This design comes from an exercise in tuning for small area on the open sky130 flow, not from production work. Where RTL was checked, it was by simulation tests only, not by an equivalence proof against the original. No activity file was given, so power comes from the tool's default toggle rates.

==> run Z: inputs <==
==> flow/design.v (excerpt) <==
module matmul_sequencer (
  input  logic       clk,
  input  logic       rst,
  input  logic       rx_valid,
  input  logic [7:0] rx_data,
  output logic [7:0] tx_data,
  output logic       tx_valid,
  input  logic       tx_ready,
  output logic       busy,
  output logic       done,
  output logic       err
);
make LEC_CHECK=0 CAP_MARGIN=20 CORE_MARGIN=2 CORE_UTILIZATION=60 CTS_BUF_LIST=sky130_fd_sc_hd__clkbuf_16 CTS_CLUSTER_DIAMETER=45 CTS_CLUSTER_SIZE=34 PLACE_DENSITY=0.8 SLEW_MARGIN=20 finish   # period 11.0 ns
run.sh (not shown) runs the stock make flow with config.mk's settings and CLKGATE_MAP_FILE= SYNTH_SCRIPT=/design/flow/synth_recipe.tcl, a recipe that flattens the netlist after the stock synthesis.
==> run D: changes against run Z <==
--- a/flow/design.v
+++ b/flow/design.v
@@ -75,41 +75,21 @@
     ins_pos_d = pslot_d + ph_q + 5'd2;
   end
   always_ff @(posedge clk) begin
     for (int g = 0; g < 8; g++) begin
       ins_q[g]  <= pend_d && (ins_pos_d == 5'(4*g));
       insn_q[g] <= !(pend_d && (ins_pos_d == 5'(4*g)));
     end
   end
-  logic [31:0] addend;
-  logic [16:0] sum_lo;
-  logic [15:0] sum_hi;
-  logic        shift8, cy_q;
-  assign shift8 = (loading && rx_valid) || st_q == FLUSH ||
-                  (st_q == SEND && tx_ready);
-  assign addend = (st_q == MUL && ybit) ? x_q : 32'd0;
-  logic [32:0] cc;
-  logic [31:0] ss;
-  always_comb begin
-    cc[0] = 1'b0;
-    for (int b = 0; b < 32; b++) begin
-      logic ci;
-      ci = (b == 16) ? cy_q : cc[b];
-      ss[b]   = acc_q[b] ^ addend[b] ^ ci;
-      cc[b+1] = (acc_q[b] & addend[b]) | (acc_q[b] & ci) | (addend[b] & ci);
-    end
-  end
-  assign sum_lo = {cc[16], ss[15:0]};
-  assign sum_hi = ss[31:16];
-  always_ff @(posedge clk) begin
-    if (shift8)
+  always_ff @(posedge clk) begin
+    if ((loading && rx_valid) || st_q == FLUSH || (st_q == SEND && tx_ready))
       acc_q <= {acc_q[23:0], loading ? rx_data : 8'd0};
     else
-      acc_q <= {sum_hi, sum_lo[15:0]};
+      acc_q <= acc_q + ((st_q == MUL && ybit) ? x_q : 32'd0);
   end
   always_ff @(posedge clk) begin
     if ((st_q == LDA || st_q == LDB) && wdone)
       x_q <= word_d;
     else if (st_q == CAPA && tap_a)
       x_q <= tap;
     else if (st_q == MUL)
       x_q <= {x_q[30:0], 1'b0};
@@ -131,19 +111,17 @@
       hcnt_q  <= '0;
       i_q     <= '0;
       j_q     <= '0;
       k_q     <= '0;
       pend_q  <= 1'b0;
       done_q  <= 1'b0;
       err_q   <= 1'b0;
       ph_q    <= '0;
-      cy_q    <= 1'b0;
     end else begin
-      cy_q   <= !shift8 && sum_lo[16];
       ph_q   <= ph_q + 5'd1;
       done_q <= 1'b0;
       err_q  <= 1'b0;
       if (pend_q && ins_pos[1:0] == 2'd0)
         pend_q <= 1'b0;
       if (loading && rx_valid)
         bcnt_q <= bcnt_q + 2'd1;
       case (st_q)
@@ -194,17 +172,17 @@
         end
         CAPA: if (tap_a) begin
           st_q <= CAPB;
         end
         CAPB: if (tap_b) begin
           st_q <= MUL;
         end
         MUL: begin
-          if (x_q == 32'd0) begin
+          if (tap_b) begin
             if (k_q == n_q)
               st_q <= SEND;
             else begin
               k_q  <= k_q + 2'd1;
               st_q <= CAPA;
             end
           end
         end
- CTS_BUF_LIST: sky130_fd_sc_hd__clkbuf_16 -> sky130_fd_sc_hd__clkbuf_8 sky130_fd_sc_hd__clkbuf_16
- CTS_CLUSTER_SIZE: 34 -> 24
==> run F: changes against run Z <==
--- a/flow/design.v
+++ b/flow/design.v
@@ -26,39 +26,41 @@
   logic [4:0]    pslot_q;             
   logic          pend_q;
   logic          done_q, err_q;
   logic [31:0]   x_q, acc_q;
   logic [1023:0] ring_q;
   logic        loading, wdone, dim_ok;
   logic [31:0] word_d, tap;
   logic [4:0]  ins_pos, tap_slot, a_slot, b_slot;
-  logic        tap_a, tap_b, ybit;
+  logic        tap_a, tap_b, ybit, ybit_d;
   logic [4:0]  b_pos;
   logic [7:0]  ins_q, insn_q;
   logic        pend_d;
   logic [4:0]  pslot_d, ins_pos_d;
   assign loading = (st_q == HDR) || (st_q == LDA) || (st_q == LDB);
   assign wdone   = loading && rx_valid && (bcnt_q == 2'd3);
   assign word_d  = {acc_q[23:0], rx_data};
   assign dim_ok  = (acc_q[23:0] == 24'd0) && (rx_data != 8'd0) &&
                    (rx_data <= 8'd4);
   assign a_slot   = {1'b0, i_q, k_q};
   assign b_slot   = {1'b1, k_q, j_q};
   assign tap      = ~ring_q[1023:992];
   assign tap_slot = ~ph_q;
   assign tap_a    = (tap_slot == a_slot);
-  assign tap_b    = (tap_slot == b_slot);
+  assign tap_b    = (b_pos == 5'd31);
   assign ins_pos  = pslot_q + ph_q + 5'd1;
   assign b_pos    = b_slot + ph_q;
   always_comb begin
-    ybit = 1'b0;
+    ybit_d = 1'b0;
     for (int q = 0; q < 32; q++)
-      if (b_pos == 5'(q)) ybit = ring_q[33*q] ^ b_pos[2];
-  end
+      if (b_pos == 5'(q)) ybit_d = ring_q[32*q + (q+1)%32] ^ b_pos[2];
+  end
+  always_ff @(posedge clk)
+    ybit <= ybit_d;
   always_ff @(posedge clk) begin
     for (int q = 0; q < 32; q++) begin
       if ((q % 4) == 0)
         ring_q[32*q +: 32] <= ~(((((q / 4) % 2) == 1 ? x_q : ~x_q) |
                                  {32{insn_q[q/4]}}) &
                                 (ring_q[32*((q+31)%32) +: 32] |
                                  {32{ins_q[q/4]}}));
       else
==> flow/flow/run.sh (new file) <==
#!/bin/bash
# The standard layout (standard.sh) with three changes:
#  - synthesis maps with an area-oriented ABC script (flow/synth_abc.tcl);
#  - the port buffers use the smallest buffer cell, sky130_fd_sc_hd__buf_1;
#  - clock tree synthesis adds no dummy loads to balance its leaf nets.
set -euo pipefail
cd "$(dirname "$0")/.."
W=$PWD
export CUSTOM_ABC_SCRIPT=$W/flow/abc_area.script
export FLOW_SYNTH_TCL=$W/synth_recipe.tcl
export BUFFER_PORTS_ARGS="-buffer_cell sky130_fd_sc_hd__buf_1"
export CTS_ARGS="-sink_clustering_enable -repair_clock_nets -sink_clustering_size 34 -sink_clustering_max_diameter 55 -buf_list sky130_fd_sc_hd__clkbuf_16 -dont_use_dummy_load"
sed "s#SYNTH_SCRIPT=[^ ]*#SYNTH_SCRIPT=$W/flow/synth_abc.tcl#" standard.sh > standard_abc.sh
bash standard_abc.sh finish > standard_finish.log 2>&1
==> flow/flow/abc_area.script (new file) <==
&get -n
&st
&syn2
&dch -f
&nf -a -R 1000
&st
&synch2
&dch -f
&nf -a -R 1000
&st
&syn2
&dch -f
&nf -a -R 1000
&st
&synch2
&dch -f
&nf -a -R 1000
&st
&dch -f
&nf -a -R 1000
&st
&dch -f
&nf -a -R 1000
&put
topo
stime -c
==> flow/flow/synth_abc.tcl (new file) <==
# The standard synthesis (synth_recipe.tcl) unchanged, except that ABC's
# technology mapping runs the area-oriented script flow/abc_area.script
# instead of ORFS's speed script. ABC maps only combinational logic, so the
# registers are the same as the standard synthesis's.
proc abc {args} {
  set i [lsearch -exact $args -script]
  if { $i >= 0 } { lset args [expr {$i + 1}] $::env(CUSTOM_ABC_SCRIPT) }
  yosys abc {*}$args
}
source $::env(FLOW_SYNTH_TCL)
==> flow/standard.sh (new file) <==
#!/bin/bash
# synth_recipe.tcl (not shown) runs the flow's synth.tcl, then flattens the netlist and writes it again
# the make line also repeats each setting of config.mk as NAME=value (left out here)
make -C /OpenROAD-flow-scripts/flow DESIGN_CONFIG=/design/flow/config.mk WORK_HOME=/design/flow/orfs CLKGATE_MAP_FILE= SYNTH_SCRIPT=/design/flow/synth_recipe.tcl "${@:-finish}"
- CTS_CLUSTER_DIAMETER: 45 -> 55
removed: flow/run.sh
==> reports/qor.log <==
INFO  outcome        status=complete, no violations
INFO  final_layout   antenna-diode-count=1
INFO  final_layout   multiInputCombCellCount=907
INFO  detailed_routing route.detailed.wl_per_inst=21.7um
INFO  final_layout   clk_share=7.45%
INFO  synth          synth_instances=2,214
INFO  synth          synth_mux_area_share=0.774%
Source of the figures above: run D

==> reports/qor.log <==
INFO  outcome        status=complete, no violations
INFO  final_layout   antenna-diode-count=1
INFO  final_layout   multiInputCombCellCount=820
INFO  final_layout   clk_share=8.26%
INFO  synth          synth_mux_area_share=0.538%
INFO  synth          synth_instances=2,114
Source of the figures above: run Z

==> reports/qor.log <==
INFO  outcome        status=complete, no violations
INFO  synth          synth_instances=1,903
INFO  detailed_routing route.detailed.wl_per_inst=22.9um
INFO  global_route   use_met3=4.66%
INFO  clock_tree     cts_root_buffer=clkbuf_16
INFO  final_layout   multiInputCombCellCount=697
INFO  power          sw_frac_of_total=19.6%
INFO  synth          synth_mux_area_share=1.64%
INFO  final_layout   finish.instance_area=30,600um^2
INFO  final_layout   antenna-diode-count=0
Source of the figures above: run F

Function not checked in run F: the RTL went through the layout flow alone.

separate check: timing with driven ports:
No port has a modelled driver above. Below, the same layouts with a new extraction and two added sets of constraints.
Step 1, drivers: a clkbuf_16 drives clk and a buf_2 each remaining input, both assumed.
Step 2 also shifts input and output timing later by t, the mid clock arrival at the registers, as if the neighbouring blocks saw the same clock.
a / b / c = ideal / step 1 / step 2; a / b = the first two.
| run | shift t [ns] | setup slack, ns | hold WS [ns] | slew at the worst register clock pin (ns) | cell pins on the clock port's net |
|---|---|---|---|---|---|
| run Z | 0.679 | 0.491 / 0.491 / 0.491 | 0.316 / 0.316 / 0.316 | 0.11 / 0.11 | 1 |
| run D | 0.670 | 3.976 / 3.976 / 3.976 | 0.311 / 0.311 / 0.311 | 0.10 / 0.10 | 1 |
| run F | 0.647 | 2.660 / 2.660 / 2.660 | 0.240 / 0.240 / 0.240 | 0.12 / 0.12 | 1 |
After both steps every run listed still meets setup and hold.
